What follows belongs to an exercise in optimizing a design on an open flow for small area, a short achievable clock period and few clock cycles; a production flow would make more cautious choices. Where RTL was checked, it was by simulation tests only, not by an equivalence proof against the original.

## ntwrk_size_tracker
module ntwrk_size_tracker
#(
    parameter int NUM_CONNS  = 8,
    parameter int NUM_POINTS = 1000,
    parameter int SIZE_W     = $clog2(NUM_POINTS) + 1,
    parameter int TOP_K      = 3,
    parameter int PROD_W     = SIZE_W * TOP_K
) (
    input  logic              clk,
    input  logic              rst,
    input  logic              cmd_vld,
    output logic              cmd_rdy,
    input  ntwrk_size_pkg::ntwrk_size_cmd_t cmd,
    output logic              rsp_vld,
    input  logic              rsp_rdy,
    output logic [PROD_W-1:0] rsp_data,
    output logic              rsp_is_prod,
    output logic              busy,
    output logic              err
);
    localparam int N  = 8;
    localparam int W  = 11;
    localparam int R  = 3;                
    localparam int ND = (W + R - 1) / R;  
    localparam int PW = 33;
    typedef enum logic [1:0] {E_IDLE, E_P2, E_P3, E_MUL} eng_e;
    logic [W-1:0] size_q [N];
    logic [N-1:0] vld;
    logic         err_q;
    logic         rdy_q;
    logic         pend_q, pend_upd_q;
    logic [W-1:0] pend_v_q;
    eng_e         eng_q;
    logic [W-1:0] t0_q, t1_q, t2_q;
    logic [N-1:0] excl_q;
    logic         ebusy_q, dirty_q, pia_q;
    logic         ph2_q, first_q;
    logic [1:0]   k_q;
    logic         rsp_vld_q, rsp_prod_q;
    logic [PW-1:0] acc_q;
    always_comb for (int i = 0; i < N; i++) vld[i] = |size_q[i];
    logic rsp_free;
    assign rsp_free = !rsp_vld_q || rsp_rdy;
    assign cmd_rdy     = rdy_q;
    assign busy        = !rdy_q;
    assign err         = err_q;
    assign rsp_vld     = rsp_vld_q;
  ...
Size in the first run: ~2100 cells after synthesis, roughly 53 I/O pins.
Settings: LEC_CHECK=0, CAP_MARGIN=20, CORE_MARGIN=2, CORE_UTILIZATION=40, SETUP_SLACK_MARGIN=4.5, SLEW_MARGIN=20; clock period 10.0 ns.
run.sh (not shown) runs the stock make flow with config.mk's settings and CLKGATE_MAP_FILE= SYNTH_SCRIPT=/design/flow/synth_recipe.tcl, a recipe that flattens the netlist after the stock synthesis.
Testbench counts at the start, summed over its fixed seeds: cycles 6,298.
Rerun with:
--- a/flow/design.v
+++ b/flow/design.v
@@ -114,43 +114,42 @@
             we_w[i]   = acc_cmd && ((is_wr && ra_ok) || (is_mrg && !ab_eq && mrg_ok))
                         && (is_wrb ? (cb[2:0] == 3'(i)) : (ca[2:0] == 3'(i)));
             we_clr[i] = acc_cmd && is_mrg && !ab_eq && mrg_ok && (cb[2:0] == 3'(i));
         end
     end
     logic [W-1:0] lk_val;
     assign lk_val = ca[3] ? '0 : sa;
     logic [W:0]   key [N];
+    logic [W:0]   pk [4];
+    logic [3:0]   pc, gw;
     logic [N-1:0] win;
-    logic [W:0]   gk [2];
-    logic [3:0]   gw [2];
     logic [W:0]   k3;
     always_comb begin
+        logic c01, c02, c03, c12, c13, c23;
         for (int i = 0; i < N; i++) key[i] = {!(excl_q[i] && ebusy_q), size_q[i]};
-        for (int g = 0; g < 2; g++) begin
-            logic c01, c02, c03, c12, c13, c23;
-            c01 = key[4*g+1] > key[4*g];
-            c02 = key[4*g+2] > key[4*g];
-            c03 = key[4*g+3] > key[4*g];
-            c12 = key[4*g+2] > key[4*g+1];
-            c13 = key[4*g+3] > key[4*g+1];
-            c23 = key[4*g+3] > key[4*g+2];
-            gw[g][0] = !c01 && !c02 && !c03;
-            gw[g][1] =  c01 && !c12 && !c13;
-            gw[g][2] =  c02 &&  c12 && !c23;
-            gw[g][3] =  c03 &&  c13 &&  c23;
-            gk[g] = '0;
-            for (int j = 0; j < 4; j++) gk[g] = gk[g] | (key[4*g+j] & {(W+1){gw[g][j]}});
-        end
-        if (gk[1] > gk[0]) begin
-            k3  = gk[1];
-            win = {gw[1], 4'b0};
-        end else begin
-            k3  = gk[0];
-            win = {4'b0, gw[0]};
+        for (int p = 0; p < 4; p++) begin
+            pc[p] = key[2*p+1] > key[2*p];
+            pk[p] = pc[p] ? key[2*p+1] : key[2*p];
+        end
+        c01 = pk[1] > pk[0];
+        c02 = pk[2] > pk[0];
+        c03 = pk[3] > pk[0];
+        c12 = pk[2] > pk[1];
+        c13 = pk[3] > pk[1];
+        c23 = pk[3] > pk[2];
+        gw[0] = !c01 && !c02 && !c03;
+        gw[1] =  c01 && !c12 && !c13;
+        gw[2] =  c02 &&  c12 && !c23;
+        gw[3] =  c03 &&  c13 &&  c23;
+        k3 = '0;
+        for (int p = 0; p < 4; p++) begin
+            k3 = k3 | (pk[p] & {(W+1){gw[p]}});
+            win[2*p]   = gw[p] && !pc[p];
+            win[2*p+1] = gw[p] &&  pc[p];
         end
     end
     logic [W-1:0]    x_lo, y_op;
     logic [2*W-1:0]  x_op;
     logic [ND*R-1:0] y_pad;
     logic [1:0]      msd, k_eff;
     logic [R-1:0]    dig;
     logic [PW-1:0]   acc_next;
@@ -161,20 +160,26 @@
                          : {t1_q[W-1:1], t1_q[0] | ~|t1_q};
     assign y_pad = (ND*R)'(y_op);
     always_comb begin
         msd = '0;
         for (int d = 1; d < ND; d++) if (|y_pad[d*R +: R]) msd = 2'(d);
     end
     assign k_eff    = first_q ? msd : k_q;
     assign dig      = y_pad[k_eff*R +: R];
-    assign acc_next = (first_q ? '0 : (acc_q << R))
-                    + PW'(x_op & {(2*W){dig[0]}})
-                    + (PW'(x_op & {(2*W){dig[1]}}) << 1)
-                    + (PW'(x_op & {(2*W){dig[2]}}) << 2);
+    logic [PW-1:0] ah, q0, q1, q2, s1, c1, s2, c2;
+    assign ah = first_q ? '0 : (acc_q << R);
+    assign q0 = PW'(x_op & {(2*W){dig[0]}});
+    assign q1 = PW'(x_op & {(2*W){dig[1]}}) << 1;
+    assign q2 = PW'(x_op & {(2*W){dig[2]}}) << 2;
+    assign s1 = ah ^ q0 ^ q1;
+    assign c1 = ((ah & q0) | (ah & q1) | (q0 & q1)) << 1;
+    assign s2 = s1 ^ c1 ^ q2;
+    assign c2 = ((s1 & c1) | (s1 & q2) | (c1 & q2)) << 1;
+    assign acc_next = s2 + c2;
     assign mul_go   = (eng_q == E_P3 || eng_q == E_MUL) && (!rsp_vld_q || rsp_rdy);
     assign mul_last = (k_eff == 2'd0);
     logic chg, cache_ok;
     assign chg      = |{we_new, we_w, we_clr};
     assign cache_ok = pia_q && !dirty_q;
     logic idle, lk_direct, up_direct, up_start, cmd_hold, pend_lk_go, pend_up_go, pend_up_start;
     assign idle          = (eng_q == E_IDLE);
     assign lk_direct     = acc_cmd && is_lkp && idle && rsp_free;
Effect:
- setup slack loses 0.24 ns
- synthesized cell count drops by a few percent
- cell area decreases by a few percent
- core utilization grows by 0.67 points
- worst hold slack is about the same
- maximum frequency shrinks by a few percent
- count of clock-buffer cells in the layout drops by 3
For the second run of this note, only the layout was checked, not whether the RTL still works.

re-timing with driven ports:
In the flow no input, the clock included, has a driving cell. The finished layouts below were timed again as built, in two steps. Step 1, drivers: a clkbuf_16 drives clk and a buf_2 each remaining input, both assumed. Step 2 times the ports against the registers' clock, not the clock port: input delays grow and output delays shrink by t, the midpoint of the rising clock arrivals with the driver on. Slacks: ideal ports / drivers / drivers and shift; pairs: ideal ports / drivers.
| run | shift t [ns] | slack for setup (ns) | hold WS [ns] |
|---|---|---|---|
| the first run | 0.540 | 4.495 / 4.498 / 3.987 | 0.444 / 0.444 / 0.444 |
| the second run | 0.512 | 4.260 / 4.260 / 4.138 | 0.445 / 0.445 / 0.445 |
After both steps setup and hold are still met in every run listed. For the first run, which loses most, drivers alone change the setup slack by +0.003 ns; drivers and shift together by -0.508 ns.
